Context: an optimization exercise on an open-source flow, tuned for small area, a short achievable clock period and few clock cycles per item. The choices shown serve that exercise and are no tape-out recipe. At most, simulation tests tie the RTL to the original design; equivalence was not proved. Only the layout flow was run in run 2; the RTL was not checked for function there. Power and IR drop assume default switching activity.

==> flow/design.v (outline; a module is shown in full before it is edited, if it fits) <==
// module conv_pair_top: 1018 lines
// module conv_fa: 10 lines
// module conv_sign_word: 29 lines
// module conv_nand2: 3 lines
// module conv_nor2: 3 lines
// module conv_xor2: 3 lines
// module conv_xnor2: 3 lines
// module conv_inv: 3 lines
// module conv_aoi21: 3 lines
// module conv_oai21: 3 lines
// module conv_mux2: 3 lines
// module conv_mux2i: 3 lines
module conv_pair_top (
    input  logic                 clk_i,
    input  logic                 reset_i,
    input  logic                 win_valid_i,
    input  logic [127:0]         win_i,            
    output logic                 credit_o,
    input  logic                 credit_i,
    output logic                 result_valid_o,
    output logic [31:0]          result_o          
);
  // ...
==> flow/flow/run.sh <==
#!/bin/bash
set -euo pipefail
bash standard.sh SETUP_SLACK_MARGIN=5.2 BUFFER_PORTS_ARGS="-buffer_cell sky130_fd_sc_hd__buf_1" finish > make.log 2>&1
==> flow/standard.sh <==
#!/bin/bash
# synth_recipe.tcl (not shown) runs the flow's synth.tcl, then flattens the netlist and writes it again
# the make line also repeats each setting of config.mk as NAME=value (left out here)
make -C /OpenROAD-flow-scripts/flow DESIGN_CONFIG=/design/flow/config.mk WORK_HOME=/design/flow/orfs CLKGATE_MAP_FILE= SYNTH_SCRIPT=/design/flow/synth_recipe.tcl "${@:-finish}"
==> flow/config.mk <==
export PLATFORM = sky130hd
export DESIGN_NAME = conv_pair_top
export DESIGN_NICKNAME = conv_pair_top
export VERILOG_FILES = /design/flow/design.v
export SDC_FILE = /design/flow/constraint.sdc
export NUM_CORES = 4
export LEC_CHECK = 0
export CAP_MARGIN = 20
export CORE_MARGIN = 2
export CORE_UTILIZATION = 50
export CTS_BUF_LIST = sky130_fd_sc_hd__clkbuf_4 sky130_fd_sc_hd__clkbuf_8
export PLACE_DENSITY = 0.75
export SETUP_SLACK_MARGIN = 5.0
export SLEW_MARGIN = 20
export SYNTH_HIERARCHICAL = 1
export SYNTH_MINIMUM_KEEP_SIZE = 0
==> flow/constraint.sdc <==
create_clock -name core_clock -period 10.0 [get_ports {clk_i}]
set_input_delay 2.0000 -clock core_clock [delete_from_list [all_inputs] [get_ports {clk_i}]]
set_output_delay 2.0000 -clock core_clock [all_outputs]
set_load 0.01 [all_outputs]
==> run_results.csv, run 1 <==
group,metric,value,unit
global_route,grt_pass1_vias,5298,
drt,topRoutingLayerUsed,"met5",
timing,fin_crit,4680,ps
global_route,grt_use_total,19.9,%
critical_path,critPathTopFamily,"adder cells",
final_layout,multi_input_area_share,57.6,%
synth,synth_top_family_by_area,"adder cells",
power,seq_power_share,26.5,%
critical_path,crit_buf_inv,2,
place,port_buffers,147,
final_layout,clock_area_share,2.60,%
synth,synth_top_area_share,31.4,%
final_layout,multi_input_comb_area,0.00486,mm²
critical_path,r2r_slack,7850,ps
synth,synth-edff-count,68,
synth,dominantRegCellSynth,"edfxtp_1",
synth,syn_inst,655,
final_layout,nFlopsAndLatches,74,
outcome,status,"complete, no violations",
power,power_leakage,3.31,nW
critical_path,cp.depth,11,
clock_tree,postCtsHoldBufs,0,
timing,max_freq,214,MHz
die,taps,184,
final_layout,drive_gt1_share,11.1,%
global_route,grt_max_degree,36,
Testbench counts, summed over its fixed seeds: cycles 968, items 960.
==> run 2, diff against run 1 <==
==> flow/design.v (replaced) <==
`timescale 1ns/100ps
package conv_cfg_pkg;
    localparam int INPUT_HEIGHT  = 4;
    localparam int KERNEL_HEIGHT = 3;
    localparam int KERNEL_WIDTH  = 2;
    localparam int OUT_ROWS      = INPUT_HEIGHT - KERNEL_HEIGHT + 1;
    localparam int NUM_STEPS     = KERNEL_HEIGHT * KERNEL_WIDTH + 1;  
    localparam int NUM_CHANNELS  = 2;
    localparam int WORD_WIDTH = 16;
    localparam int ACC_WIDTH  = 32;
    typedef logic signed [WORD_WIDTH-1:0]     word_t;   
    typedef logic signed [ACC_WIDTH-1:0]      acc_t;    
    typedef logic [$clog2(NUM_STEPS)-1:0]     step_t;   
    localparam word_t WORD_MAX = 16'sh7fff;
    localparam logic [NUM_CHANNELS*NUM_STEPS*WORD_WIDTH-1:0] CONV_WEIGHTS = {
        -16'sd3,   
        -16'sd1,   
        16'sd2,   
        16'sd0,   
        16'sd1,   
        16'sd1,   
        -16'sd2,   
        16'sd5,   
        16'sd1,   
        16'sd0,   
        16'sd3,   
        -16'sd1,   
        16'sd2,   
        16'sd1    
    };
endpackage
`timescale 1ns/100ps
package conv_if_pkg;
    localparam int IF_INPUT_HEIGHT = 4;
    localparam int IF_KERNEL_WIDTH = 2;
    localparam int IF_OUT_ROWS     = 2;
    localparam int IF_WORD_WIDTH   = 16;
    localparam int IF_ACC_WIDTH    = 32;
    typedef struct packed {
        logic signed [IF_INPUT_HEIGHT-1:0][IF_KERNEL_WIDTH-1:0][IF_WORD_WIDTH-1:0] pixels;
    } window_t;
    typedef struct packed {
        logic signed [IF_OUT_ROWS-1:0][IF_ACC_WIDTH-1:0] sums;
    } channel_out_t;
    typedef struct packed {
        logic signed [IF_OUT_ROWS-1:0][IF_WORD_WIDTH-1:0] rows;
    } result_t;
    typedef logic [1:0] credit_cnt_t;
    localparam credit_cnt_t IN_CREDITS  = 2'd2;
    localparam credit_cnt_t OUT_CREDITS = 2'd2;
endpackage
`timescale 1ns/100ps
module conv_pair_top (
    input  logic                 clk_i,
    input  logic                 reset_i,
    input  logic                 win_valid_i,
    input  logic [127:0]         win_i,            
    output logic                 credit_o,
    input  logic                 credit_i,
    output logic                 result_valid_o,
    output logic [31:0]          result_o          
);
    logic [1:0][16:0] row_raw;     
    logic [15:0] pa0;
    logic [15:0] pb0;
    logic [15:0] pc0;
    logic [15:0] pd0;
    logic [4:0] v0;
    logic [3:0] u0;
    logic s0_1;
    logic k0_2;
    logic s0_3;
    logic k0_4;
    logic s0_5;
    logic k0_6;
    logic s0_7;
    logic k0_8;
    logic s0_9;
    logic k0_10;
    logic s0_11;
    logic k0_12;
    logic s0_13;
    logic k0_14;
    logic s0_15;
    logic k0_16;
    logic s0_17;
    logic k0_18;
    logic s0_19;
    logic k0_20;
    logic s0_21;
    logic k0_22;
    logic s0_23;
    logic k0_24;
    logic s0_25;
    logic k0_26;
    logic s0_27;
    logic k0_28;
    logic s0_29;
    logic k0_30;
    logic s0_31;
    logic k0_32;
    logic s0_33;
    logic k0_34;
    logic s0_35;
    logic k0_36;
    logic s0_37;
    logic k0_38;
    logic s0_39;
    logic k0_40;
    logic s0_41;
    logic k0_42;
    logic s0_43;
    logic k0_44;
    logic s0_45;
    logic k0_46;
    logic s0_47;
    logic k0_48;
    logic s0_49;
    logic k0_50;
    logic s0_51;
    logic k0_52;
    logic s0_53;
    logic k0_54;
    logic s0_55;
    logic k0_56;
    logic s0_57;
    logic k0_58;
    logic s0_59;
    logic k0_60;
    logic s0_61;
    logic k0_62;
    logic s0_63;
    logic k0_64;
    logic s0_65;
    logic k0_66;
    logic s0_67;
    logic k0_68;
    logic s0_69;
    logic k0_70;
    logic s0_71;
    logic k0_72;
    logic s0_73;
    logic k0_74;
    logic s0_75;
    logic k0_76;
    logic s0_77;
    logic k0_78;
    logic s0_79;
    logic k0_80;
    logic s0_81;
    logic k0_82;
    logic s0_83;
    logic k0_84;
    logic s0_85;
    logic k0_86;
    logic s0_87;
    logic k0_88;
    logic s0_89;
    logic k0_90;
    logic s0_91;
    logic k0_92;
    logic s0_93;
    logic k0_94;
    logic s0_95;
    logic k0_96;
    logic s0_97;
    logic k0_98;
    logic s0_99;
    logic k0_100;
    logic s0_101;
    logic k0_102;
    logic s0_103;
    logic k0_104;
    logic s0_105;
    logic k0_106;
    logic s0_107;
    logic k0_108;
    logic s0_109;
    logic k0_110;
    logic s0_111;
    logic k0_112;
    logic s0_113;
    logic k0_114;
    logic s0_115;
    logic k0_116;
    logic s0_117;
    logic k0_118;
    logic s0_119;
    logic k0_120;
    logic [19:0] x0, y0;
    logic [4:0] z0;
    logic [14:0] lo0;
    logic [14:0] gn0, tn0, p0;
    logic n0_121;
    logic n0_122;
    logic n0_123;
    logic n0_124;
    logic n0_125;
    logic n0_126;
    logic n0_127;
    logic n0_128;
    logic n0_129;
    logic n0_130;
    logic n0_131;
    logic n0_132;
    logic n0_133;
    logic n0_134;
    logic n0_135;
    logic n0_136;
    logic n0_137;
    logic n0_138;
    logic n0_139;
    logic n0_140;
    logic n0_141;
    logic n0_142;
    logic n0_143;
    logic n0_144;
    logic n0_145;
    logic n0_146;
    logic n0_147;
    logic n0_148;
    logic n0_149;
    logic n0_150;
    logic n0_151;
    logic n0_152;
    logic n0_153;
    logic n0_154;
    logic n0_155;
    logic n0_156;
    logic n0_157;
    logic n0_158;
    logic n0_159;
    logic n0_160;
    logic n0_161;
    logic n0_162;
    logic n0_163;
    logic n0_164;
    logic n0_165;
    logic n0_166;
    logic n0_167;
    logic n0_168;
    logic n0_169;
    logic n0_170;
    logic n0_171;
    logic n0_172;
    logic [4:0] hi0_0, hi1_0;
    logic neg0_0, neg1_0, nz0_0, nz1_0;
    logic [4:0] hgn0, htn0, hp0;
    logic n0_173;
    logic n0_174;
    logic n0_175;
    logic n0_176;
    logic n0_177;
    logic n0_178;
    logic neg0, nz0;
    logic [15:0] pa1;
    logic [15:0] pb1;
    logic [15:0] pc1;
    logic [15:0] pd1;
    logic [4:0] v1;
    logic [3:0] u1;
    logic s1_179;
    logic k1_180;
    logic s1_181;
    logic k1_182;
    logic s1_183;
    logic k1_184;
    logic s1_185;
    logic k1_186;
    logic s1_187;
    logic k1_188;
    logic s1_189;
    logic k1_190;
    logic s1_191;
    logic k1_192;
    logic s1_193;
    logic k1_194;
    logic s1_195;
    logic k1_196;
    logic s1_197;
    logic k1_198;
    logic s1_199;
    logic k1_200;
    logic s1_201;
    logic k1_202;
    logic s1_203;
    logic k1_204;
    logic s1_205;
    logic k1_206;
    logic s1_207;
    logic k1_208;
    logic s1_209;
    logic k1_210;
    logic s1_211;
    logic k1_212;
    logic s1_213;
    logic k1_214;
    logic s1_215;
    logic k1_216;
    logic s1_217;
    logic k1_218;
    logic s1_219;
    logic k1_220;
    logic s1_221;
    logic k1_222;
    logic s1_223;
    logic k1_224;
    logic s1_225;
    logic k1_226;
    logic s1_227;
    logic k1_228;
    logic s1_229;
    logic k1_230;
    logic s1_231;
    logic k1_232;
    logic s1_233;
    logic k1_234;
    logic s1_235;
    logic k1_236;
    logic s1_237;
    logic k1_238;
    logic s1_239;
    logic k1_240;
    logic s1_241;
    logic k1_242;
    logic s1_243;
    logic k1_244;
    logic s1_245;
    logic k1_246;
    logic s1_247;
    logic k1_248;
    logic s1_249;
    logic k1_250;
    logic s1_251;
    logic k1_252;
    logic s1_253;
    logic k1_254;
    logic s1_255;
    logic k1_256;
    logic s1_257;
    logic k1_258;
    logic s1_259;
    logic k1_260;
    logic s1_261;
    logic k1_262;
    logic s1_263;
    logic k1_264;
    logic s1_265;
    logic k1_266;
    logic s1_267;
    logic k1_268;
    logic s1_269;
    logic k1_270;
    logic s1_271;
    logic k1_272;
    logic s1_273;
    logic k1_274;
    logic s1_275;
    logic k1_276;
    logic s1_277;
    logic k1_278;
    logic s1_279;
    logic k1_280;
    logic s1_281;
    logic k1_282;
    logic s1_283;
    logic k1_284;
    logic s1_285;
    logic k1_286;
    logic s1_287;
    logic k1_288;
    logic s1_289;
    logic k1_290;
    logic s1_291;
    logic k1_292;
    logic s1_293;
    logic k1_294;
    logic s1_295;
    logic k1_296;
    logic s1_297;
    logic k1_298;
    logic [19:0] x1, y1;
    logic [4:0] z1;
    logic [14:0] lo1;
    logic [14:0] gn1, tn1, p1;
    logic n1_299;
    logic n1_300;
    logic n1_301;
    logic n1_302;
    logic n1_303;
    logic n1_304;
    logic n1_305;
    logic n1_306;
    logic n1_307;
    logic n1_308;
    logic n1_309;
    logic n1_310;
    logic n1_311;
    logic n1_312;
    logic n1_313;
    logic n1_314;
    logic n1_315;
    logic n1_316;
    logic n1_317;
    logic n1_318;
    logic n1_319;
    logic n1_320;
    logic n1_321;
    logic n1_322;
    logic n1_323;
    logic n1_324;
    logic n1_325;
    logic n1_326;
    logic n1_327;
    logic n1_328;
    logic n1_329;
    logic n1_330;
    logic n1_331;
    logic n1_332;
    logic n1_333;
    logic n1_334;
    logic n1_335;
    logic n1_336;
    logic n1_337;
    logic n1_338;
    logic n1_339;
    logic n1_340;
    logic n1_341;
    logic n1_342;
    logic n1_343;
    logic n1_344;
    logic n1_345;
    logic n1_346;
    logic n1_347;
    logic n1_348;
    logic n1_349;
    logic n1_350;
    logic [4:0] hi0_1, hi1_1;
    logic neg0_1, neg1_1, nz0_1, nz1_1;
    logic [4:0] hgn1, htn1, hp1;
    logic n1_351;
    logic n1_352;
    logic n1_353;
    logic n1_354;
    logic n1_355;
    logic n1_356;
    logic neg1, nz1;
    assign pa0 = win_i[0 +: 16];   
    assign pb0 = win_i[16 +: 16];   
    assign pc0 = win_i[48 +: 16];   
    assign pd0 = win_i[64 +: 16];   
    conv_sign_word i_v0 (.a15(pa0[15]), .b15(pb0[15]), .c15(pc0[15]), .d15(pd0[15]), .v(v0));
    assign u0 = 4'd1 - {3'd0, pa0[15]} + 4'd3 * {3'd0, pb0[15]} + 4'd3 * {3'd0, pc0[15]} + 4'd2 * {3'd0, pd0[15]};
    assign s0_1 = ~(pb0[0] ^ pc0[0]);
    assign k0_2 = pb0[0] | pc0[0];
    assign s0_3 = ~(pb0[1] ^ pb0[0]);
    assign k0_4 = pb0[1] | pb0[0];
    conv_fa i_s0_5 (.a(pc0[1]), .b(pc0[0]), .c(pd0[0]), .s(s0_5), .co(k0_6));
    conv_fa i_s0_7 (.a(~pa0[1]), .b(k0_2), .c(s0_3), .s(s0_7), .co(k0_8));
    conv_fa i_s0_9 (.a(pb0[2]), .b(pb0[1]), .c(pc0[2]), .s(s0_9), .co(k0_10));
    conv_fa i_s0_11 (.a(pc0[1]), .b(pd0[1]), .c(~pa0[2]), .s(s0_11), .co(k0_12));
    conv_fa i_s0_13 (.a(k0_4), .b(k0_6), .c(s0_9), .s(s0_13), .co(k0_14));
    conv_fa i_s0_15 (.a(s0_11), .b(k0_8), .c(s0_13), .s(s0_15), .co(k0_16));
    conv_fa i_s0_17 (.a(pb0[3]), .b(pb0[2]), .c(pc0[3]), .s(s0_17), .co(k0_18));
    conv_fa i_s0_19 (.a(pc0[2]), .b(pd0[2]), .c(~pa0[3]), .s(s0_19), .co(k0_20));
    conv_fa i_s0_21 (.a(k0_10), .b(k0_12), .c(s0_17), .s(s0_21), .co(k0_22));
    conv_fa i_s0_23 (.a(s0_19), .b(k0_14), .c(s0_21), .s(s0_23), .co(k0_24));
    conv_fa i_s0_25 (.a(pb0[4]), .b(pb0[3]), .c(pc0[4]), .s(s0_25), .co(k0_26));
    conv_fa i_s0_27 (.a(pc0[3]), .b(pd0[3]), .c(~pa0[4]), .s(s0_27), .co(k0_28));
    conv_fa i_s0_29 (.a(k0_18), .b(k0_20), .c(s0_25), .s(s0_29), .co(k0_30));
    conv_fa i_s0_31 (.a(s0_27), .b(k0_22), .c(s0_29), .s(s0_31), .co(k0_32));
    conv_fa i_s0_33 (.a(pb0[5]), .b(pb0[4]), .c(pc0[5]), .s(s0_33), .co(k0_34));
    conv_fa i_s0_35 (.a(pc0[4]), .b(pd0[4]), .c(~pa0[5]), .s(s0_35), .co(k0_36));
    conv_fa i_s0_37 (.a(k0_26), .b(k0_28), .c(s0_33), .s(s0_37), .co(k0_38));
    conv_fa i_s0_39 (.a(s0_35), .b(k0_30), .c(s0_37), .s(s0_39), .co(k0_40));
    conv_fa i_s0_41 (.a(pb0[6]), .b(pb0[5]), .c(pc0[6]), .s(s0_41), .co(k0_42));
    conv_fa i_s0_43 (.a(pc0[5]), .b(pd0[5]), .c(~pa0[6]), .s(s0_43), .co(k0_44));
    conv_fa i_s0_45 (.a(k0_34), .b(k0_36), .c(s0_41), .s(s0_45), .co(k0_46));
    conv_fa i_s0_47 (.a(s0_43), .b(k0_38), .c(s0_45), .s(s0_47), .co(k0_48));
    conv_fa i_s0_49 (.a(pb0[7]), .b(pb0[6]), .c(pc0[7]), .s(s0_49), .co(k0_50));
    conv_fa i_s0_51 (.a(pc0[6]), .b(pd0[6]), .c(~pa0[7]), .s(s0_51), .co(k0_52));
    conv_fa i_s0_53 (.a(k0_42), .b(k0_44), .c(s0_49), .s(s0_53), .co(k0_54));
    conv_fa i_s0_55 (.a(s0_51), .b(k0_46), .c(s0_53), .s(s0_55), .co(k0_56));
    conv_fa i_s0_57 (.a(pb0[8]), .b(pb0[7]), .c(pc0[8]), .s(s0_57), .co(k0_58));
    conv_fa i_s0_59 (.a(pc0[7]), .b(pd0[7]), .c(~pa0[8]), .s(s0_59), .co(k0_60));
    conv_fa i_s0_61 (.a(k0_50), .b(k0_52), .c(s0_57), .s(s0_61), .co(k0_62));
    conv_fa i_s0_63 (.a(s0_59), .b(k0_54), .c(s0_61), .s(s0_63), .co(k0_64));
    conv_fa i_s0_65 (.a(pb0[9]), .b(pb0[8]), .c(pc0[9]), .s(s0_65), .co(k0_66));
    conv_fa i_s0_67 (.a(pc0[8]), .b(pd0[8]), .c(~pa0[9]), .s(s0_67), .co(k0_68));
    conv_fa i_s0_69 (.a(k0_58), .b(k0_60), .c(s0_65), .s(s0_69), .co(k0_70));
    conv_fa i_s0_71 (.a(s0_67), .b(k0_62), .c(s0_69), .s(s0_71), .co(k0_72));
    conv_fa i_s0_73 (.a(pb0[10]), .b(pb0[9]), .c(pc0[10]), .s(s0_73), .co(k0_74));
    conv_fa i_s0_75 (.a(pc0[9]), .b(pd0[9]), .c(~pa0[10]), .s(s0_75), .co(k0_76));
    conv_fa i_s0_77 (.a(k0_66), .b(k0_68), .c(s0_73), .s(s0_77), .co(k0_78));
    conv_fa i_s0_79 (.a(s0_75), .b(k0_70), .c(s0_77), .s(s0_79), .co(k0_80));
    conv_fa i_s0_81 (.a(pb0[11]), .b(pb0[10]), .c(pc0[11]), .s(s0_81), .co(k0_82));
    conv_fa i_s0_83 (.a(pc0[10]), .b(pd0[10]), .c(~pa0[11]), .s(s0_83), .co(k0_84));
    conv_fa i_s0_85 (.a(k0_74), .b(k0_76), .c(s0_81), .s(s0_85), .co(k0_86));
    conv_fa i_s0_87 (.a(s0_83), .b(k0_78), .c(s0_85), .s(s0_87), .co(k0_88));
    conv_fa i_s0_89 (.a(pb0[12]), .b(pb0[11]), .c(pc0[12]), .s(s0_89), .co(k0_90));
    conv_fa i_s0_91 (.a(pc0[11]), .b(pd0[11]), .c(~pa0[12]), .s(s0_91), .co(k0_92));
    conv_fa i_s0_93 (.a(k0_82), .b(k0_84), .c(s0_89), .s(s0_93), .co(k0_94));
    conv_fa i_s0_95 (.a(s0_91), .b(k0_86), .c(s0_93), .s(s0_95), .co(k0_96));
    conv_fa i_s0_97 (.a(pb0[13]), .b(pb0[12]), .c(pc0[13]), .s(s0_97), .co(k0_98));
    conv_fa i_s0_99 (.a(pc0[12]), .b(pd0[12]), .c(~pa0[13]), .s(s0_99), .co(k0_100));
    conv_fa i_s0_101 (.a(k0_90), .b(k0_92), .c(s0_97), .s(s0_101), .co(k0_102));
    conv_fa i_s0_103 (.a(s0_99), .b(k0_94), .c(s0_101), .s(s0_103), .co(k0_104));
    conv_fa i_s0_105 (.a(pb0[14]), .b(pb0[13]), .c(pc0[14]), .s(s0_105), .co(k0_106));
    conv_fa i_s0_107 (.a(pc0[13]), .b(pd0[13]), .c(~pa0[14]), .s(s0_107), .co(k0_108));
    conv_fa i_s0_109 (.a(k0_98), .b(k0_100), .c(s0_105), .s(s0_109), .co(k0_110));
    conv_fa i_s0_111 (.a(s0_107), .b(k0_102), .c(s0_109), .s(s0_111), .co(k0_112));
    conv_fa i_s0_113 (.a(pb0[14]), .b(pc0[14]), .c(pd0[14]), .s(s0_113), .co(k0_114));
    conv_fa i_s0_115 (.a(v0[0]), .b(k0_106), .c(k0_108), .s(s0_115), .co(k0_116));
    conv_fa i_s0_117 (.a(s0_113), .b(k0_110), .c(s0_115), .s(s0_117), .co(k0_118));
    conv_fa i_s0_119 (.a(v0[1]), .b(k0_114), .c(k0_116), .s(s0_119), .co(k0_120));
    assign x0[0] = ~pa0[0];
    assign y0[0] = s0_1;
    assign x0[1] = s0_5;
    assign y0[1] = s0_7;
    assign x0[2] = s0_15;
    assign y0[2] = 1'b0;
    assign x0[3] = k0_16;
    assign y0[3] = s0_23;
    assign x0[4] = k0_24;
    assign y0[4] = s0_31;
    assign x0[5] = k0_32;
    assign y0[5] = s0_39;
    assign x0[6] = k0_40;
    assign y0[6] = s0_47;
    assign x0[7] = k0_48;
    assign y0[7] = s0_55;
    assign x0[8] = k0_56;
    assign y0[8] = s0_63;
    assign x0[9] = k0_64;
    assign y0[9] = s0_71;
    assign x0[10] = k0_72;
    assign y0[10] = s0_79;
    assign x0[11] = k0_80;
    assign y0[11] = s0_87;
    assign x0[12] = k0_88;
    assign y0[12] = s0_95;
    assign x0[13] = k0_96;
    assign y0[13] = s0_103;
    assign x0[14] = k0_104;
    assign y0[14] = s0_111;
    assign x0[15] = k0_112;
    assign y0[15] = s0_117;
    assign z0[0] = 1'b0;
    assign x0[16] = k0_118;
    assign y0[16] = s0_119;
    assign z0[1] = 1'b0;
    assign x0[17] = v0[2];
    assign y0[17] = k0_120;
    assign z0[2] = 1'b0;
    assign x0[18] = v0[3];
    assign y0[18] = 1'b0;
    assign z0[3] = 1'b0;
    assign x0[19] = v0[4];
    assign y0[19] = 1'b0;
    assign z0[4] = 1'b0;
    conv_nand2 i_gn0_0 (.a(~pa0[0]), .b(s0_1), .y(gn0[0]));
    conv_nor2 i_tn0_0 (.a(~pa0[0]), .b(s0_1), .y(tn0[0]));
    conv_xor2 i_p0_0 (.a(~pa0[0]), .b(s0_1), .y(p0[0]));
    conv_nand2 i_gn0_1 (.a(s0_5), .b(s0_7), .y(gn0[1]));
    conv_nor2 i_tn0_1 (.a(s0_5), .b(s0_7), .y(tn0[1]));
    conv_xor2 i_p0_1 (.a(s0_5), .b(s0_7), .y(p0[1]));
    assign gn0[2] = ~(s0_15 & 1'b0);
    assign tn0[2] = ~(s0_15 | 1'b0);
    assign p0[2] = s0_15 ^ 1'b0;
    conv_nand2 i_gn0_3 (.a(k0_16), .b(s0_23), .y(gn0[3]));
    conv_nor2 i_tn0_3 (.a(k0_16), .b(s0_23), .y(tn0[3]));
    conv_xor2 i_p0_3 (.a(k0_16), .b(s0_23), .y(p0[3]));
    conv_nand2 i_gn0_4 (.a(k0_24), .b(s0_31), .y(gn0[4]));
    conv_nor2 i_tn0_4 (.a(k0_24), .b(s0_31), .y(tn0[4]));
    conv_xor2 i_p0_4 (.a(k0_24), .b(s0_31), .y(p0[4]));
    conv_nand2 i_gn0_5 (.a(k0_32), .b(s0_39), .y(gn0[5]));
    conv_nor2 i_tn0_5 (.a(k0_32), .b(s0_39), .y(tn0[5]));
    conv_xor2 i_p0_5 (.a(k0_32), .b(s0_39), .y(p0[5]));
    conv_nand2 i_gn0_6 (.a(k0_40), .b(s0_47), .y(gn0[6]));
    conv_nor2 i_tn0_6 (.a(k0_40), .b(s0_47), .y(tn0[6]));
    conv_xor2 i_p0_6 (.a(k0_40), .b(s0_47), .y(p0[6]));
    conv_nand2 i_gn0_7 (.a(k0_48), .b(s0_55), .y(gn0[7]));
    conv_nor2 i_tn0_7 (.a(k0_48), .b(s0_55), .y(tn0[7]));
    conv_xor2 i_p0_7 (.a(k0_48), .b(s0_55), .y(p0[7]));
    conv_nand2 i_gn0_8 (.a(k0_56), .b(s0_63), .y(gn0[8]));
    conv_nor2 i_tn0_8 (.a(k0_56), .b(s0_63), .y(tn0[8]));
    conv_xor2 i_p0_8 (.a(k0_56), .b(s0_63), .y(p0[8]));
    conv_nand2 i_gn0_9 (.a(k0_64), .b(s0_71), .y(gn0[9]));
    conv_nor2 i_tn0_9 (.a(k0_64), .b(s0_71), .y(tn0[9]));
    conv_xor2 i_p0_9 (.a(k0_64), .b(s0_71), .y(p0[9]));
    conv_nand2 i_gn0_10 (.a(k0_72), .b(s0_79), .y(gn0[10]));
    conv_nor2 i_tn0_10 (.a(k0_72), .b(s0_79), .y(tn0[10]));
    conv_xor2 i_p0_10 (.a(k0_72), .b(s0_79), .y(p0[10]));
    conv_nand2 i_gn0_11 (.a(k0_80), .b(s0_87), .y(gn0[11]));
    conv_nor2 i_tn0_11 (.a(k0_80), .b(s0_87), .y(tn0[11]));
    conv_xor2 i_p0_11 (.a(k0_80), .b(s0_87), .y(p0[11]));
    conv_nand2 i_gn0_12 (.a(k0_88), .b(s0_95), .y(gn0[12]));
    conv_nor2 i_tn0_12 (.a(k0_88), .b(s0_95), .y(tn0[12]));
    conv_xor2 i_p0_12 (.a(k0_88), .b(s0_95), .y(p0[12]));
    conv_nand2 i_gn0_13 (.a(k0_96), .b(s0_103), .y(gn0[13]));
    conv_nor2 i_tn0_13 (.a(k0_96), .b(s0_103), .y(tn0[13]));
    conv_xor2 i_p0_13 (.a(k0_96), .b(s0_103), .y(p0[13]));
    conv_nand2 i_gn0_14 (.a(k0_104), .b(s0_111), .y(gn0[14]));
    conv_nor2 i_tn0_14 (.a(k0_104), .b(s0_111), .y(tn0[14]));
    conv_xor2 i_p0_14 (.a(k0_104), .b(s0_111), .y(p0[14]));
    conv_oai21 i_n0_121 (.a1(tn0[1]), .a2(gn0[0]), .b1(gn0[1]), .y(n0_121));
    conv_nor2 i_n0_122 (.a(tn0[1]), .b(tn0[0]), .y(n0_122));
    conv_oai21 i_n0_123 (.a1(tn0[3]), .a2(gn0[2]), .b1(gn0[3]), .y(n0_123));
    conv_nor2 i_n0_124 (.a(tn0[3]), .b(tn0[2]), .y(n0_124));
    conv_oai21 i_n0_125 (.a1(tn0[5]), .a2(gn0[4]), .b1(gn0[5]), .y(n0_125));
    conv_nor2 i_n0_126 (.a(tn0[5]), .b(tn0[4]), .y(n0_126));
    conv_oai21 i_n0_127 (.a1(tn0[7]), .a2(gn0[6]), .b1(gn0[7]), .y(n0_127));
    conv_nor2 i_n0_128 (.a(tn0[7]), .b(tn0[6]), .y(n0_128));
    conv_oai21 i_n0_129 (.a1(tn0[9]), .a2(gn0[8]), .b1(gn0[9]), .y(n0_129));
    conv_nor2 i_n0_130 (.a(tn0[9]), .b(tn0[8]), .y(n0_130));
    conv_oai21 i_n0_131 (.a1(tn0[11]), .a2(gn0[10]), .b1(gn0[11]), .y(n0_131));
    conv_nor2 i_n0_132 (.a(tn0[11]), .b(tn0[10]), .y(n0_132));
    conv_oai21 i_n0_133 (.a1(tn0[13]), .a2(gn0[12]), .b1(gn0[13]), .y(n0_133));
    conv_nor2 i_n0_134 (.a(tn0[13]), .b(tn0[12]), .y(n0_134));
    conv_aoi21 i_n0_135 (.a1(n0_124), .a2(n0_121), .b1(n0_123), .y(n0_135));
    conv_nand2 i_n0_136 (.a(n0_124), .b(n0_122), .y(n0_136));
    conv_aoi21 i_n0_137 (.a1(n0_128), .a2(n0_125), .b1(n0_127), .y(n0_137));
    conv_nand2 i_n0_138 (.a(n0_128), .b(n0_126), .y(n0_138));
    conv_aoi21 i_n0_139 (.a1(n0_132), .a2(n0_129), .b1(n0_131), .y(n0_139));
    conv_nand2 i_n0_140 (.a(n0_132), .b(n0_130), .y(n0_140));
    conv_oai21 i_n0_141 (.a1(n0_138), .a2(n0_135), .b1(n0_137), .y(n0_141));
    conv_nor2 i_n0_142 (.a(n0_138), .b(n0_136), .y(n0_142));
    conv_inv i_n0_143 (.a(n0_141), .y(n0_143));
    conv_inv i_n0_144 (.a(n0_142), .y(n0_144));
    conv_oai21 i_n0_145 (.a1(n0_140), .a2(n0_143), .b1(n0_139), .y(n0_145));
    conv_nor2 i_n0_146 (.a(n0_140), .b(n0_144), .y(n0_146));
    conv_inv i_n0_147 (.a(n0_135), .y(n0_147));
    conv_inv i_n0_148 (.a(n0_136), .y(n0_148));
    conv_aoi21 i_n0_149 (.a1(n0_126), .a2(n0_147), .b1(n0_125), .y(n0_149));
    conv_nand2 i_n0_150 (.a(n0_126), .b(n0_148), .y(n0_150));
    conv_aoi21 i_n0_151 (.a1(n0_130), .a2(n0_141), .b1(n0_129), .y(n0_151));
    conv_nand2 i_n0_152 (.a(n0_130), .b(n0_142), .y(n0_152));
    conv_aoi21 i_n0_153 (.a1(n0_134), .a2(n0_145), .b1(n0_133), .y(n0_153));
    conv_nand2 i_n0_154 (.a(n0_134), .b(n0_146), .y(n0_154));
    conv_inv i_n0_155 (.a(n0_121), .y(n0_155));
    conv_inv i_n0_156 (.a(n0_122), .y(n0_156));
    conv_oai21 i_n0_157 (.a1(tn0[2]), .a2(n0_155), .b1(gn0[2]), .y(n0_157));
    conv_nor2 i_n0_158 (.a(tn0[2]), .b(n0_156), .y(n0_158));
    conv_oai21 i_n0_159 (.a1(tn0[4]), .a2(n0_135), .b1(gn0[4]), .y(n0_159));
    conv_nor2 i_n0_160 (.a(tn0[4]), .b(n0_136), .y(n0_160));
    conv_oai21 i_n0_161 (.a1(tn0[6]), .a2(n0_149), .b1(gn0[6]), .y(n0_161));
    conv_nor2 i_n0_162 (.a(tn0[6]), .b(n0_150), .y(n0_162));
    conv_oai21 i_n0_163 (.a1(tn0[8]), .a2(n0_143), .b1(gn0[8]), .y(n0_163));
    conv_nor2 i_n0_164 (.a(tn0[8]), .b(n0_144), .y(n0_164));
    conv_oai21 i_n0_165 (.a1(tn0[10]), .a2(n0_151), .b1(gn0[10]), .y(n0_165));
    conv_nor2 i_n0_166 (.a(tn0[10]), .b(n0_152), .y(n0_166));
    conv_inv i_n0_167 (.a(n0_145), .y(n0_167));
    conv_inv i_n0_168 (.a(n0_146), .y(n0_168));
    conv_oai21 i_n0_169 (.a1(tn0[12]), .a2(n0_167), .b1(gn0[12]), .y(n0_169));
    conv_nor2 i_n0_170 (.a(tn0[12]), .b(n0_168), .y(n0_170));
    conv_oai21 i_n0_171 (.a1(tn0[14]), .a2(n0_153), .b1(gn0[14]), .y(n0_171));
    conv_nor2 i_n0_172 (.a(tn0[14]), .b(n0_154), .y(n0_172));
    assign lo0[0] = p0[0];
    conv_xnor2 i_lo0_1 (.a(p0[1]), .b(gn0[0]), .y(lo0[1]));
    conv_xor2 i_lo0_2 (.a(p0[2]), .b(n0_121), .y(lo0[2]));
    conv_xor2 i_lo0_3 (.a(p0[3]), .b(n0_157), .y(lo0[3]));
    conv_xnor2 i_lo0_4 (.a(p0[4]), .b(n0_135), .y(lo0[4]));
    conv_xor2 i_lo0_5 (.a(p0[5]), .b(n0_159), .y(lo0[5]));
    conv_xnor2 i_lo0_6 (.a(p0[6]), .b(n0_149), .y(lo0[6]));
    conv_xor2 i_lo0_7 (.a(p0[7]), .b(n0_161), .y(lo0[7]));
    conv_xor2 i_lo0_8 (.a(p0[8]), .b(n0_141), .y(lo0[8]));
    conv_xor2 i_lo0_9 (.a(p0[9]), .b(n0_163), .y(lo0[9]));
    conv_xnor2 i_lo0_10 (.a(p0[10]), .b(n0_151), .y(lo0[10]));
    conv_xor2 i_lo0_11 (.a(p0[11]), .b(n0_165), .y(lo0[11]));
    conv_xor2 i_lo0_12 (.a(p0[12]), .b(n0_145), .y(lo0[12]));
    conv_xor2 i_lo0_13 (.a(p0[13]), .b(n0_169), .y(lo0[13]));
    conv_xnor2 i_lo0_14 (.a(p0[14]), .b(n0_153), .y(lo0[14]));
    conv_nand2 i_hgn0_0 (.a(k0_112), .b(s0_117), .y(hgn0[0]));
    conv_nor2 i_htn0_0 (.a(k0_112), .b(s0_117), .y(htn0[0]));
    conv_xor2 i_hp0_0 (.a(k0_112), .b(s0_117), .y(hp0[0]));
    conv_nand2 i_hgn0_1 (.a(k0_118), .b(s0_119), .y(hgn0[1]));
    conv_nor2 i_htn0_1 (.a(k0_118), .b(s0_119), .y(htn0[1]));
    conv_xor2 i_hp0_1 (.a(k0_118), .b(s0_119), .y(hp0[1]));
    conv_nand2 i_hgn0_2 (.a(v0[2]), .b(k0_120), .y(hgn0[2]));
    conv_nor2 i_htn0_2 (.a(v0[2]), .b(k0_120), .y(htn0[2]));
    conv_xor2 i_hp0_2 (.a(v0[2]), .b(k0_120), .y(hp0[2]));
    assign hgn0[3] = ~(v0[3] & 1'b0);
    assign htn0[3] = ~(v0[3] | 1'b0);
    assign hp0[3] = v0[3] ^ 1'b0;
    assign hgn0[4] = ~(v0[4] & 1'b0);
    assign htn0[4] = ~(v0[4] | 1'b0);
    assign hp0[4] = v0[4] ^ 1'b0;
    conv_oai21 i_n0_173 (.a1(htn0[1]), .a2(hgn0[0]), .b1(hgn0[1]), .y(n0_173));
    conv_nor2 i_n0_174 (.a(htn0[1]), .b(htn0[0]), .y(n0_174));
    conv_oai21 i_n0_175 (.a1(htn0[3]), .a2(hgn0[2]), .b1(hgn0[3]), .y(n0_175));
    conv_nor2 i_n0_176 (.a(htn0[3]), .b(htn0[2]), .y(n0_176));
    conv_aoi21 i_n0_177 (.a1(n0_176), .a2(n0_173), .b1(n0_175), .y(n0_177));
    conv_nand2 i_n0_178 (.a(n0_176), .b(n0_174), .y(n0_178));
    assign neg0_0 = hp0[4] ^ ~n0_177;
    assign neg1_0 = hp0[4] ^ ~(n0_177 & n0_178);
    conv_mux2i i_neg0 (.a0(neg0_0), .a1(neg1_0), .s(n0_171), .y(neg0));   
    assign nz0_0 = hp0[0] | (|(hp0[4:1] ^ ~htn0[3:0]));
    assign nz1_0 = ~&hp0;
    conv_mux2i i_nz0 (.a0(nz0_0), .a1(nz1_0), .s(n0_171), .y(nz0));   
    assign row_raw[0] = {neg0, nz0, lo0};
    assign pa1 = win_i[32 +: 16];   
    assign pb1 = win_i[48 +: 16];   
    assign pc1 = win_i[80 +: 16];   
    assign pd1 = win_i[96 +: 16];   
    conv_sign_word i_v1 (.a15(pa1[15]), .b15(pb1[15]), .c15(pc1[15]), .d15(pd1[15]), .v(v1));
    assign u1 = 4'd1 - {3'd0, pa1[15]} + 4'd3 * {3'd0, pb1[15]} + 4'd3 * {3'd0, pc1[15]} + 4'd2 * {3'd0, pd1[15]};
    assign s1_179 = ~(pb1[0] ^ pc1[0]);
    assign k1_180 = pb1[0] | pc1[0];
    assign s1_181 = ~(pb1[1] ^ pb1[0]);
    assign k1_182 = pb1[1] | pb1[0];
    conv_fa i_s1_183 (.a(pc1[1]), .b(pc1[0]), .c(pd1[0]), .s(s1_183), .co(k1_184));
    conv_fa i_s1_185 (.a(~pa1[1]), .b(k1_180), .c(s1_181), .s(s1_185), .co(k1_186));
    conv_fa i_s1_187 (.a(pb1[2]), .b(pb1[1]), .c(pc1[2]), .s(s1_187), .co(k1_188));
    conv_fa i_s1_189 (.a(pc1[1]), .b(pd1[1]), .c(~pa1[2]), .s(s1_189), .co(k1_190));
    conv_fa i_s1_191 (.a(k1_182), .b(k1_184), .c(s1_187), .s(s1_191), .co(k1_192));
    conv_fa i_s1_193 (.a(s1_189), .b(k1_186), .c(s1_191), .s(s1_193), .co(k1_194));
    conv_fa i_s1_195 (.a(pb1[3]), .b(pb1[2]), .c(pc1[3]), .s(s1_195), .co(k1_196));
    conv_fa i_s1_197 (.a(pc1[2]), .b(pd1[2]), .c(~pa1[3]), .s(s1_197), .co(k1_198));
    conv_fa i_s1_199 (.a(k1_188), .b(k1_190), .c(s1_195), .s(s1_199), .co(k1_200));
    conv_fa i_s1_201 (.a(s1_197), .b(k1_192), .c(s1_199), .s(s1_201), .co(k1_202));
    conv_fa i_s1_203 (.a(pb1[4]), .b(pb1[3]), .c(pc1[4]), .s(s1_203), .co(k1_204));
    conv_fa i_s1_205 (.a(pc1[3]), .b(pd1[3]), .c(~pa1[4]), .s(s1_205), .co(k1_206));
    conv_fa i_s1_207 (.a(k1_196), .b(k1_198), .c(s1_203), .s(s1_207), .co(k1_208));
    conv_fa i_s1_209 (.a(s1_205), .b(k1_200), .c(s1_207), .s(s1_209), .co(k1_210));
    conv_fa i_s1_211 (.a(pb1[5]), .b(pb1[4]), .c(pc1[5]), .s(s1_211), .co(k1_212));
    conv_fa i_s1_213 (.a(pc1[4]), .b(pd1[4]), .c(~pa1[5]), .s(s1_213), .co(k1_214));
    conv_fa i_s1_215 (.a(k1_204), .b(k1_206), .c(s1_211), .s(s1_215), .co(k1_216));
    conv_fa i_s1_217 (.a(s1_213), .b(k1_208), .c(s1_215), .s(s1_217), .co(k1_218));
    conv_fa i_s1_219 (.a(pb1[6]), .b(pb1[5]), .c(pc1[6]), .s(s1_219), .co(k1_220));
    conv_fa i_s1_221 (.a(pc1[5]), .b(pd1[5]), .c(~pa1[6]), .s(s1_221), .co(k1_222));
    conv_fa i_s1_223 (.a(k1_212), .b(k1_214), .c(s1_219), .s(s1_223), .co(k1_224));
    conv_fa i_s1_225 (.a(s1_221), .b(k1_216), .c(s1_223), .s(s1_225), .co(k1_226));
    conv_fa i_s1_227 (.a(pb1[7]), .b(pb1[6]), .c(pc1[7]), .s(s1_227), .co(k1_228));
    conv_fa i_s1_229 (.a(pc1[6]), .b(pd1[6]), .c(~pa1[7]), .s(s1_229), .co(k1_230));
    conv_fa i_s1_231 (.a(k1_220), .b(k1_222), .c(s1_227), .s(s1_231), .co(k1_232));
    conv_fa i_s1_233 (.a(s1_229), .b(k1_224), .c(s1_231), .s(s1_233), .co(k1_234));
    conv_fa i_s1_235 (.a(pb1[8]), .b(pb1[7]), .c(pc1[8]), .s(s1_235), .co(k1_236));
    conv_fa i_s1_237 (.a(pc1[7]), .b(pd1[7]), .c(~pa1[8]), .s(s1_237), .co(k1_238));
    conv_fa i_s1_239 (.a(k1_228), .b(k1_230), .c(s1_235), .s(s1_239), .co(k1_240));
    conv_fa i_s1_241 (.a(s1_237), .b(k1_232), .c(s1_239), .s(s1_241), .co(k1_242));
    conv_fa i_s1_243 (.a(pb1[9]), .b(pb1[8]), .c(pc1[9]), .s(s1_243), .co(k1_244));
    conv_fa i_s1_245 (.a(pc1[8]), .b(pd1[8]), .c(~pa1[9]), .s(s1_245), .co(k1_246));
    conv_fa i_s1_247 (.a(k1_236), .b(k1_238), .c(s1_243), .s(s1_247), .co(k1_248));
    conv_fa i_s1_249 (.a(s1_245), .b(k1_240), .c(s1_247), .s(s1_249), .co(k1_250));
    conv_fa i_s1_251 (.a(pb1[10]), .b(pb1[9]), .c(pc1[10]), .s(s1_251), .co(k1_252));
    conv_fa i_s1_253 (.a(pc1[9]), .b(pd1[9]), .c(~pa1[10]), .s(s1_253), .co(k1_254));
    conv_fa i_s1_255 (.a(k1_244), .b(k1_246), .c(s1_251), .s(s1_255), .co(k1_256));
    conv_fa i_s1_257 (.a(s1_253), .b(k1_248), .c(s1_255), .s(s1_257), .co(k1_258));
    conv_fa i_s1_259 (.a(pb1[11]), .b(pb1[10]), .c(pc1[11]), .s(s1_259), .co(k1_260));
    conv_fa i_s1_261 (.a(pc1[10]), .b(pd1[10]), .c(~pa1[11]), .s(s1_261), .co(k1_262));
    conv_fa i_s1_263 (.a(k1_252), .b(k1_254), .c(s1_259), .s(s1_263), .co(k1_264));
    conv_fa i_s1_265 (.a(s1_261), .b(k1_256), .c(s1_263), .s(s1_265), .co(k1_266));
    conv_fa i_s1_267 (.a(pb1[12]), .b(pb1[11]), .c(pc1[12]), .s(s1_267), .co(k1_268));
    conv_fa i_s1_269 (.a(pc1[11]), .b(pd1[11]), .c(~pa1[12]), .s(s1_269), .co(k1_270));
    conv_fa i_s1_271 (.a(k1_260), .b(k1_262), .c(s1_267), .s(s1_271), .co(k1_272));
    conv_fa i_s1_273 (.a(s1_269), .b(k1_264), .c(s1_271), .s(s1_273), .co(k1_274));
    conv_fa i_s1_275 (.a(pb1[13]), .b(pb1[12]), .c(pc1[13]), .s(s1_275), .co(k1_276));
    conv_fa i_s1_277 (.a(pc1[12]), .b(pd1[12]), .c(~pa1[13]), .s(s1_277), .co(k1_278));
    conv_fa i_s1_279 (.a(k1_268), .b(k1_270), .c(s1_275), .s(s1_279), .co(k1_280));
    conv_fa i_s1_281 (.a(s1_277), .b(k1_272), .c(s1_279), .s(s1_281), .co(k1_282));
    conv_fa i_s1_283 (.a(pb1[14]), .b(pb1[13]), .c(pc1[14]), .s(s1_283), .co(k1_284));
    conv_fa i_s1_285 (.a(pc1[13]), .b(pd1[13]), .c(~pa1[14]), .s(s1_285), .co(k1_286));
    conv_fa i_s1_287 (.a(k1_276), .b(k1_278), .c(s1_283), .s(s1_287), .co(k1_288));
    conv_fa i_s1_289 (.a(s1_285), .b(k1_280), .c(s1_287), .s(s1_289), .co(k1_290));
    conv_fa i_s1_291 (.a(pb1[14]), .b(pc1[14]), .c(pd1[14]), .s(s1_291), .co(k1_292));
    conv_fa i_s1_293 (.a(v1[0]), .b(k1_284), .c(k1_286), .s(s1_293), .co(k1_294));
    conv_fa i_s1_295 (.a(s1_291), .b(k1_288), .c(s1_293), .s(s1_295), .co(k1_296));
    conv_fa i_s1_297 (.a(v1[1]), .b(k1_292), .c(k1_294), .s(s1_297), .co(k1_298));
    assign x1[0] = ~pa1[0];
    assign y1[0] = s1_179;
    assign x1[1] = s1_183;
    assign y1[1] = s1_185;
    assign x1[2] = s1_193;
    assign y1[2] = 1'b0;
    assign x1[3] = k1_194;
    assign y1[3] = s1_201;
    assign x1[4] = k1_202;
    assign y1[4] = s1_209;
    assign x1[5] = k1_210;
    assign y1[5] = s1_217;
    assign x1[6] = k1_218;
    assign y1[6] = s1_225;
    assign x1[7] = k1_226;
    assign y1[7] = s1_233;
    assign x1[8] = k1_234;
    assign y1[8] = s1_241;
    assign x1[9] = k1_242;
    assign y1[9] = s1_249;
    assign x1[10] = k1_250;
    assign y1[10] = s1_257;
    assign x1[11] = k1_258;
    assign y1[11] = s1_265;
    assign x1[12] = k1_266;
    assign y1[12] = s1_273;
    assign x1[13] = k1_274;
    assign y1[13] = s1_281;
    assign x1[14] = k1_282;
    assign y1[14] = s1_289;
    assign x1[15] = k1_290;
    assign y1[15] = s1_295;
    assign z1[0] = 1'b0;
    assign x1[16] = k1_296;
    assign y1[16] = s1_297;
    assign z1[1] = 1'b0;
    assign x1[17] = v1[2];
    assign y1[17] = k1_298;
    assign z1[2] = 1'b0;
    assign x1[18] = v1[3];
    assign y1[18] = 1'b0;
    assign z1[3] = 1'b0;
    assign x1[19] = v1[4];
    assign y1[19] = 1'b0;
    assign z1[4] = 1'b0;
    conv_nand2 i_gn1_0 (.a(~pa1[0]), .b(s1_179), .y(gn1[0]));
    conv_nor2 i_tn1_0 (.a(~pa1[0]), .b(s1_179), .y(tn1[0]));
    conv_xor2 i_p1_0 (.a(~pa1[0]), .b(s1_179), .y(p1[0]));
    conv_nand2 i_gn1_1 (.a(s1_183), .b(s1_185), .y(gn1[1]));
    conv_nor2 i_tn1_1 (.a(s1_183), .b(s1_185), .y(tn1[1]));
    conv_xor2 i_p1_1 (.a(s1_183), .b(s1_185), .y(p1[1]));
    assign gn1[2] = ~(s1_193 & 1'b0);
    assign tn1[2] = ~(s1_193 | 1'b0);
    assign p1[2] = s1_193 ^ 1'b0;
    conv_nand2 i_gn1_3 (.a(k1_194), .b(s1_201), .y(gn1[3]));
    conv_nor2 i_tn1_3 (.a(k1_194), .b(s1_201), .y(tn1[3]));
    conv_xor2 i_p1_3 (.a(k1_194), .b(s1_201), .y(p1[3]));
    conv_nand2 i_gn1_4 (.a(k1_202), .b(s1_209), .y(gn1[4]));
    conv_nor2 i_tn1_4 (.a(k1_202), .b(s1_209), .y(tn1[4]));
    conv_xor2 i_p1_4 (.a(k1_202), .b(s1_209), .y(p1[4]));
    conv_nand2 i_gn1_5 (.a(k1_210), .b(s1_217), .y(gn1[5]));
    conv_nor2 i_tn1_5 (.a(k1_210), .b(s1_217), .y(tn1[5]));
    conv_xor2 i_p1_5 (.a(k1_210), .b(s1_217), .y(p1[5]));
    conv_nand2 i_gn1_6 (.a(k1_218), .b(s1_225), .y(gn1[6]));
    conv_nor2 i_tn1_6 (.a(k1_218), .b(s1_225), .y(tn1[6]));
    conv_xor2 i_p1_6 (.a(k1_218), .b(s1_225), .y(p1[6]));
    conv_nand2 i_gn1_7 (.a(k1_226), .b(s1_233), .y(gn1[7]));
    conv_nor2 i_tn1_7 (.a(k1_226), .b(s1_233), .y(tn1[7]));
    conv_xor2 i_p1_7 (.a(k1_226), .b(s1_233), .y(p1[7]));
    conv_nand2 i_gn1_8 (.a(k1_234), .b(s1_241), .y(gn1[8]));
    conv_nor2 i_tn1_8 (.a(k1_234), .b(s1_241), .y(tn1[8]));
    conv_xor2 i_p1_8 (.a(k1_234), .b(s1_241), .y(p1[8]));
    conv_nand2 i_gn1_9 (.a(k1_242), .b(s1_249), .y(gn1[9]));
    conv_nor2 i_tn1_9 (.a(k1_242), .b(s1_249), .y(tn1[9]));
    conv_xor2 i_p1_9 (.a(k1_242), .b(s1_249), .y(p1[9]));
    conv_nand2 i_gn1_10 (.a(k1_250), .b(s1_257), .y(gn1[10]));
    conv_nor2 i_tn1_10 (.a(k1_250), .b(s1_257), .y(tn1[10]));
    conv_xor2 i_p1_10 (.a(k1_250), .b(s1_257), .y(p1[10]));
    conv_nand2 i_gn1_11 (.a(k1_258), .b(s1_265), .y(gn1[11]));
    conv_nor2 i_tn1_11 (.a(k1_258), .b(s1_265), .y(tn1[11]));
    conv_xor2 i_p1_11 (.a(k1_258), .b(s1_265), .y(p1[11]));
    conv_nand2 i_gn1_12 (.a(k1_266), .b(s1_273), .y(gn1[12]));
    conv_nor2 i_tn1_12 (.a(k1_266), .b(s1_273), .y(tn1[12]));
    conv_xor2 i_p1_12 (.a(k1_266), .b(s1_273), .y(p1[12]));
    conv_nand2 i_gn1_13 (.a(k1_274), .b(s1_281), .y(gn1[13]));
    conv_nor2 i_tn1_13 (.a(k1_274), .b(s1_281), .y(tn1[13]));
    conv_xor2 i_p1_13 (.a(k1_274), .b(s1_281), .y(p1[13]));
    conv_nand2 i_gn1_14 (.a(k1_282), .b(s1_289), .y(gn1[14]));
    conv_nor2 i_tn1_14 (.a(k1_282), .b(s1_289), .y(tn1[14]));
    conv_xor2 i_p1_14 (.a(k1_282), .b(s1_289), .y(p1[14]));
    conv_oai21 i_n1_299 (.a1(tn1[1]), .a2(gn1[0]), .b1(gn1[1]), .y(n1_299));
    conv_nor2 i_n1_300 (.a(tn1[1]), .b(tn1[0]), .y(n1_300));
    conv_oai21 i_n1_301 (.a1(tn1[3]), .a2(gn1[2]), .b1(gn1[3]), .y(n1_301));
    conv_nor2 i_n1_302 (.a(tn1[3]), .b(tn1[2]), .y(n1_302));
    conv_oai21 i_n1_303 (.a1(tn1[5]), .a2(gn1[4]), .b1(gn1[5]), .y(n1_303));
    conv_nor2 i_n1_304 (.a(tn1[5]), .b(tn1[4]), .y(n1_304));
    conv_oai21 i_n1_305 (.a1(tn1[7]), .a2(gn1[6]), .b1(gn1[7]), .y(n1_305));
    conv_nor2 i_n1_306 (.a(tn1[7]), .b(tn1[6]), .y(n1_306));
    conv_oai21 i_n1_307 (.a1(tn1[9]), .a2(gn1[8]), .b1(gn1[9]), .y(n1_307));
    conv_nor2 i_n1_308 (.a(tn1[9]), .b(tn1[8]), .y(n1_308));
    conv_oai21 i_n1_309 (.a1(tn1[11]), .a2(gn1[10]), .b1(gn1[11]), .y(n1_309));
    conv_nor2 i_n1_310 (.a(tn1[11]), .b(tn1[10]), .y(n1_310));
    conv_oai21 i_n1_311 (.a1(tn1[13]), .a2(gn1[12]), .b1(gn1[13]), .y(n1_311));
    conv_nor2 i_n1_312 (.a(tn1[13]), .b(tn1[12]), .y(n1_312));
    conv_aoi21 i_n1_313 (.a1(n1_302), .a2(n1_299), .b1(n1_301), .y(n1_313));
    conv_nand2 i_n1_314 (.a(n1_302), .b(n1_300), .y(n1_314));
    conv_aoi21 i_n1_315 (.a1(n1_306), .a2(n1_303), .b1(n1_305), .y(n1_315));
    conv_nand2 i_n1_316 (.a(n1_306), .b(n1_304), .y(n1_316));
    conv_aoi21 i_n1_317 (.a1(n1_310), .a2(n1_307), .b1(n1_309), .y(n1_317));
    conv_nand2 i_n1_318 (.a(n1_310), .b(n1_308), .y(n1_318));
    conv_oai21 i_n1_319 (.a1(n1_316), .a2(n1_313), .b1(n1_315), .y(n1_319));
    conv_nor2 i_n1_320 (.a(n1_316), .b(n1_314), .y(n1_320));
    conv_inv i_n1_321 (.a(n1_319), .y(n1_321));
    conv_inv i_n1_322 (.a(n1_320), .y(n1_322));
    conv_oai21 i_n1_323 (.a1(n1_318), .a2(n1_321), .b1(n1_317), .y(n1_323));
    conv_nor2 i_n1_324 (.a(n1_318), .b(n1_322), .y(n1_324));
    conv_inv i_n1_325 (.a(n1_313), .y(n1_325));
    conv_inv i_n1_326 (.a(n1_314), .y(n1_326));
    conv_aoi21 i_n1_327 (.a1(n1_304), .a2(n1_325), .b1(n1_303), .y(n1_327));
    conv_nand2 i_n1_328 (.a(n1_304), .b(n1_326), .y(n1_328));
    conv_aoi21 i_n1_329 (.a1(n1_308), .a2(n1_319), .b1(n1_307), .y(n1_329));
    conv_nand2 i_n1_330 (.a(n1_308), .b(n1_320), .y(n1_330));
    conv_aoi21 i_n1_331 (.a1(n1_312), .a2(n1_323), .b1(n1_311), .y(n1_331));
    conv_nand2 i_n1_332 (.a(n1_312), .b(n1_324), .y(n1_332));
    conv_inv i_n1_333 (.a(n1_299), .y(n1_333));
    conv_inv i_n1_334 (.a(n1_300), .y(n1_334));
    conv_oai21 i_n1_335 (.a1(tn1[2]), .a2(n1_333), .b1(gn1[2]), .y(n1_335));
    conv_nor2 i_n1_336 (.a(tn1[2]), .b(n1_334), .y(n1_336));
    conv_oai21 i_n1_337 (.a1(tn1[4]), .a2(n1_313), .b1(gn1[4]), .y(n1_337));
    conv_nor2 i_n1_338 (.a(tn1[4]), .b(n1_314), .y(n1_338));
    conv_oai21 i_n1_339 (.a1(tn1[6]), .a2(n1_327), .b1(gn1[6]), .y(n1_339));
    conv_nor2 i_n1_340 (.a(tn1[6]), .b(n1_328), .y(n1_340));
    conv_oai21 i_n1_341 (.a1(tn1[8]), .a2(n1_321), .b1(gn1[8]), .y(n1_341));
    conv_nor2 i_n1_342 (.a(tn1[8]), .b(n1_322), .y(n1_342));
    conv_oai21 i_n1_343 (.a1(tn1[10]), .a2(n1_329), .b1(gn1[10]), .y(n1_343));
    conv_nor2 i_n1_344 (.a(tn1[10]), .b(n1_330), .y(n1_344));
    conv_inv i_n1_345 (.a(n1_323), .y(n1_345));
    conv_inv i_n1_346 (.a(n1_324), .y(n1_346));
    conv_oai21 i_n1_347 (.a1(tn1[12]), .a2(n1_345), .b1(gn1[12]), .y(n1_347));
    conv_nor2 i_n1_348 (.a(tn1[12]), .b(n1_346), .y(n1_348));
    conv_oai21 i_n1_349 (.a1(tn1[14]), .a2(n1_331), .b1(gn1[14]), .y(n1_349));
    conv_nor2 i_n1_350 (.a(tn1[14]), .b(n1_332), .y(n1_350));
    assign lo1[0] = p1[0];
    conv_xnor2 i_lo1_1 (.a(p1[1]), .b(gn1[0]), .y(lo1[1]));
    conv_xor2 i_lo1_2 (.a(p1[2]), .b(n1_299), .y(lo1[2]));
    conv_xor2 i_lo1_3 (.a(p1[3]), .b(n1_335), .y(lo1[3]));
    conv_xnor2 i_lo1_4 (.a(p1[4]), .b(n1_313), .y(lo1[4]));
    conv_xor2 i_lo1_5 (.a(p1[5]), .b(n1_337), .y(lo1[5]));
    conv_xnor2 i_lo1_6 (.a(p1[6]), .b(n1_327), .y(lo1[6]));
    conv_xor2 i_lo1_7 (.a(p1[7]), .b(n1_339), .y(lo1[7]));
    conv_xor2 i_lo1_8 (.a(p1[8]), .b(n1_319), .y(lo1[8]));
    conv_xor2 i_lo1_9 (.a(p1[9]), .b(n1_341), .y(lo1[9]));
    conv_xnor2 i_lo1_10 (.a(p1[10]), .b(n1_329), .y(lo1[10]));
    conv_xor2 i_lo1_11 (.a(p1[11]), .b(n1_343), .y(lo1[11]));
    conv_xor2 i_lo1_12 (.a(p1[12]), .b(n1_323), .y(lo1[12]));
    conv_xor2 i_lo1_13 (.a(p1[13]), .b(n1_347), .y(lo1[13]));
    conv_xnor2 i_lo1_14 (.a(p1[14]), .b(n1_331), .y(lo1[14]));
    conv_nand2 i_hgn1_0 (.a(k1_290), .b(s1_295), .y(hgn1[0]));
    conv_nor2 i_htn1_0 (.a(k1_290), .b(s1_295), .y(htn1[0]));
    conv_xor2 i_hp1_0 (.a(k1_290), .b(s1_295), .y(hp1[0]));
    conv_nand2 i_hgn1_1 (.a(k1_296), .b(s1_297), .y(hgn1[1]));
    conv_nor2 i_htn1_1 (.a(k1_296), .b(s1_297), .y(htn1[1]));
    conv_xor2 i_hp1_1 (.a(k1_296), .b(s1_297), .y(hp1[1]));
    conv_nand2 i_hgn1_2 (.a(v1[2]), .b(k1_298), .y(hgn1[2]));
    conv_nor2 i_htn1_2 (.a(v1[2]), .b(k1_298), .y(htn1[2]));
    conv_xor2 i_hp1_2 (.a(v1[2]), .b(k1_298), .y(hp1[2]));
    assign hgn1[3] = ~(v1[3] & 1'b0);
    assign htn1[3] = ~(v1[3] | 1'b0);
    assign hp1[3] = v1[3] ^ 1'b0;
    assign hgn1[4] = ~(v1[4] & 1'b0);
    assign htn1[4] = ~(v1[4] | 1'b0);
    assign hp1[4] = v1[4] ^ 1'b0;
    conv_oai21 i_n1_351 (.a1(htn1[1]), .a2(hgn1[0]), .b1(hgn1[1]), .y(n1_351));
    conv_nor2 i_n1_352 (.a(htn1[1]), .b(htn1[0]), .y(n1_352));
    conv_oai21 i_n1_353 (.a1(htn1[3]), .a2(hgn1[2]), .b1(hgn1[3]), .y(n1_353));
    conv_nor2 i_n1_354 (.a(htn1[3]), .b(htn1[2]), .y(n1_354));
    conv_aoi21 i_n1_355 (.a1(n1_354), .a2(n1_351), .b1(n1_353), .y(n1_355));
    conv_nand2 i_n1_356 (.a(n1_354), .b(n1_352), .y(n1_356));
    assign neg0_1 = hp1[4] ^ ~n1_355;
    assign neg1_1 = hp1[4] ^ ~(n1_355 & n1_356);
    conv_mux2i i_neg1 (.a0(neg0_1), .a1(neg1_1), .s(n1_349), .y(neg1));   
    assign nz0_1 = hp1[0] | (|(hp1[4:1] ^ ~htn1[3:0]));
    assign nz1_1 = ~&hp1;
    conv_mux2i i_nz1 (.a0(nz0_1), .a1(nz1_1), .s(n1_349), .y(nz1));   
    assign row_raw[1] = {neg1, nz1, lo1};
    logic [1:0][33:0] entry;
    logic [1:0]       entry_valid;
    logic             wr_ptr;
    logic             rd_ptr;
    logic [1:0]       out_credits;
    logic             send;
    logic [33:0]      head;
    logic [1:0][14:0] head_sat;
    assign send           = entry_valid[rd_ptr] && (out_credits != 2'd0);
    assign result_valid_o = send;
    assign credit_o       = send;
    assign head           = entry[rd_ptr];
    for (genvar r = 0; r < 2; r++) begin : g_sat
        assign head_sat[r] = !head[17 * r + 16] ? 15'd0 : !head[17 * r + 15] ? 15'h7fff : head[17 * r +: 15];
    end
    assign result_o = {1'b0, head_sat[1], 1'b0, head_sat[0]};
    always_ff @(posedge clk_i) begin
        if (reset_i) begin
            entry_valid <= 2'b00;
            wr_ptr      <= 1'b0;
            rd_ptr      <= 1'b0;
            out_credits <= 2'd2;
        end else begin
            if (win_valid_i) begin
                entry_valid[wr_ptr] <= 1'b1;
                wr_ptr              <= !wr_ptr;
            end
            if (send) begin
                entry_valid[rd_ptr] <= 1'b0;
                rd_ptr              <= !rd_ptr;
            end
            case ({send, credit_i})
                2'b10:   out_credits <= out_credits - 1'b1;
                2'b01:   out_credits <= out_credits + 1'b1;
                default: out_credits <= out_credits;
            endcase
        end
    end
    always_ff @(posedge clk_i) begin
        if (win_valid_i && !wr_ptr) begin
            entry[0] <= row_raw;
        end
    end
    always_ff @(posedge clk_i) begin
        if (win_valid_i && wr_ptr) begin
            entry[1] <= row_raw;
        end
    end
endmodule
module conv_fa (
    input  logic a,
    input  logic b,
    input  logic c,
    output logic s,
    output logic co
);
    assign s  = a ^ b ^ c;
    assign co = (a & b) | (a & c) | (b & c);
endmodule
module conv_sign_word (
    input  logic       a15,
    input  logic       b15,
    input  logic       c15,
    input  logic       d15,
    output logic [4:0] v
);
    always_comb begin
        case ({a15, b15, c15, d15})
            4'b0000: v = 5'd31;
            4'b0001: v = 5'd29;
            4'b0010: v = 5'd28;
            4'b0011: v = 5'd26;
            4'b0100: v = 5'd28;
            4'b0101: v = 5'd26;
            4'b0110: v = 5'd25;
            4'b0111: v = 5'd23;
            4'b1000: v = 5'd0;
            4'b1001: v = 5'd30;
            4'b1010: v = 5'd29;
            4'b1011: v = 5'd27;
            4'b1100: v = 5'd29;
            4'b1101: v = 5'd27;
            4'b1110: v = 5'd26;
            4'b1111: v = 5'd24;
            default: v = 5'd0;
        endcase
    end
endmodule
module conv_nand2 (input logic a, input logic b, output logic y);
    assign y = ~(a & b);
endmodule
module conv_nor2 (input logic a, input logic b, output logic y);
    assign y = ~(a | b);
endmodule
module conv_xor2 (input logic a, input logic b, output logic y);
    assign y = a ^ b;
endmodule
module conv_xnor2 (input logic a, input logic b, output logic y);
    assign y = ~(a ^ b);
endmodule
module conv_inv (input logic a, output logic y);
    assign y = ~a;
endmodule
module conv_aoi21 (input logic a1, input logic a2, input logic b1, output logic y);
    assign y = ~((a1 & a2) | b1);
endmodule
module conv_oai21 (input logic a1, input logic a2, input logic b1, output logic y);
    assign y = ~((a1 | a2) & b1);
endmodule
module conv_mux2 (input logic a0, input logic a1, input logic s, output logic y);
    assign y = s ? a1 : a0;
endmodule
module conv_mux2i (input logic a0, input logic a1, input logic s, output logic y);
    assign y = ~(s ? a1 : a0);
endmodule
--- a/flow/config.mk
+++ b/flow/config.mk
@@ -9,5 +9,4 @@
 export CORE_MARGIN = 2
-export CORE_UTILIZATION = 50
+export CORE_UTILIZATION = 55
 export CTS_BUF_LIST = sky130_fd_sc_hd__clkbuf_4 sky130_fd_sc_hd__clkbuf_8
-export PLACE_DENSITY = 0.75
 export SETUP_SLACK_MARGIN = 5.0
==> run 2 against run 1 <==
Net effect: register-to-register slack got worse by 140 ps; die area fell by 11%; count of clock-buffer cells in the layout fell by 2; maximum frequency fell by 2.6%; combinational power barely moved; worst hold slack got worse by 1.4 ps; sequential share of layout area fell by 0.43 points; largest power group unchanged.
==> run_results.csv, run 2 <==
group,metric,value,unit
outcome,status,"complete, no violations",
place,dp.cells,930,
die,fp.coreArea,0.0127,mm²
synth,synthTopCellsByArea,"fa_1 32%, edfxtp_1 28%, xor2_1 7.5%",
global_route,grt_pass1_vias,5140,
timing,finalMaxSlewViolations,0,
global_route,grt_max_degree,38,
final_layout,fillers,1022,
die,die_h,119,µm
critical_path,cp.depth,13,
die,num_io_pins,166,
final_layout,largest_reg_flops,68,
timing,setup_viol,0,
die,start_util,56.7,%
drt,drt_iter0_drc,223,
die,die_w,119,µm
power,powerDensity,261,mW/mm²
final_layout,drive_gt1_share,16.4,%
synth,synth_top_area_share,32.2,%
clock_tree,cts_buffers,9,
final_layout,final_util,67.4,%
global_route,grt_use_total,22.2,%
final_layout,multi_input_comb_area,0.00487,mm²
run,max-cap-violations,0,
power,power_leakage,3.33,nW
timing,max_freq,208,MHz
synth,ys_seq_area_share,29.9,%
place,dp_hpwl,11.6,mm
drt,firstDrtPassIters,4,
synth,yosys.area.top_type,"fa_1",
synth,dominantRegCellSynth,"edfxtp_1",
critical_path,cp_max_fo,3,
critical_path,critPathTopFamily,"adder cells",
global_route,grt_pass1_wl,24.2,mm
timing,worst_pin_slew,980,ps
die,rows,41,
critical_path,endpoint_kind,"flip-flop",
die,die-area,0.0141,mm²
place,port_buffers,147,
synth,synth-edff-count,68,
critical_path,crit_buf_inv,2,
timing,worst_clock_skew,3.63,ps
final_layout,antennaDiodeCount,0,
critical_path,critical_path_class,"input pin to flip-flop",
critical_path,cp_slowest_cell,"fa_1",
synth,syn_inst,619,
final_layout,synthToLayoutAreaGrowth,18.8,%
timing,fin_crit,4810,ps
critical_path,startpoint_type,"input pin",
run 2: cell count changes after synthesis, sizes merged, moves of 2 or more:
cell | before | now
nand2 | 52 | 49
nor2 | 66 | 56
xnor2 | 21 | 17
xor2 | 58 | 62
inv | 81 | 65
nor3 | 2 | 4
a21oi | 54 | 44
o21ai | 41 | 44
run 2: kinds of logic (layout without fill, tap and decap cells):
family | Yosys count | after routing | share of synthesized area, %
buf+inv | 80 | 254 | 5.04
fa+ha+maj | 129 | 129 | 34.4
simple gates | 119 | 119 | 6.64
xor+xnor | 79 | 79 | 9.58
flops | 74 | 74 | 29.9
compound gates | 96 | 96 | 8.27
other cells | 2 | 8 | 0.104
mux | 40 | 40 | 6.00
run 2: final timing paths:
check	end	slack, ps	from
worst max-delay path	entry[50]$_DFFE_PP_	5190	win_i[18]
worst min-delay path	entry_valid[1]$_SDFF_PP0_	500	entry_valid[1]$_SDFF_PP0_
worst max register to register	out_credits[1]$_SDFFE_PP1P_	7710	rd_ptr$_SDFFE_PP0P_
worst min register to register	entry_valid[1]$_SDFF_PP0_	500	entry_valid[1]$_SDFF_PP0_
run 2: worst min-delay path: stages, from the launching register on:
cell	delay [ps]
dfxtp_1	320
nor2_1	100
nor3_1	50
run 2: layout make-up:
class | count | area share (%)
well taps | 172 | 2.51
clock inverters | 7 | 0.963
clock buffers | 9 | 1.44
multi-input cells | 471 | 56.8
repair buffers | 173 | 10.2
inverters | 65 | 2.85
flip-flops and latches | 74 | 25.2
run 2: Yosys stat by module (local to each module, per instance):
module,times used,area [µm²],flip-flops and latches
conv_aoi21,14,8.76,0
conv_fa,116,20.0,0
conv_inv,8,3.75,0
conv_mux2i,4,10.0,0
conv_nand2,40,3.75,0
conv_nor2,48,3.75,0
conv_oai21,36,5.00,0
conv_pair_top,1,3330,74
conv_sign_word,2,160,0
conv_xnor2,10,8.76,0
conv_xor2,52,8.76,0
run 2: repair_timing:
item,in CTS,in global routing
hold buffers,0,0
endpoints found under the setup margin,18,22
setup buffers,11,13
hold endpoints to repair,0,0
resized for setup,26,57
pin swaps,20,45
run 2: report_power, final:
| group | total [mW] | internal (mW) | switching (mW) |
|---|---|---|---|
| Combinational | 1.40 | 0.606 | 0.795 |
| Clock | 0.248 | 0.120 | 0.128 |
| Sequential | 0.593 | 0.566 | 0.0270 |
| Total | 2.24 | 1.29 | 0.950 |
run 2: metal layers:
layer / part of all wire [%] / track usage [%]
met3: 5.4 / 4.49
met4: 1.2 / 6.55
met1: 42 / 28.8
met2: 52 / 37.8
met5: 0 / 0

==> what the ideal ports hide <==
In the flow no input, the clock included, has a driving cell. The finished layouts below were timed again as built, in two steps.
Step 1 assumes that a clkbuf_16 drives the clock port and a buf_2 every other input.
Step 2 times the ports against the registers' clock, not the clock port: input delays grow and output delays shrink by t, the midpoint of the rising clock arrivals with the driver on.
Slacks: ideal / step 1 / step 2; pairs: ideal / step 1.
run	shift t [ns]	slack for setup (ns)
run 1	0.391	5.319 / 5.315 / 4.924
run 2	0.403	5.193 / 5.185 / 4.783
After both steps every run listed still meets setup and hold.
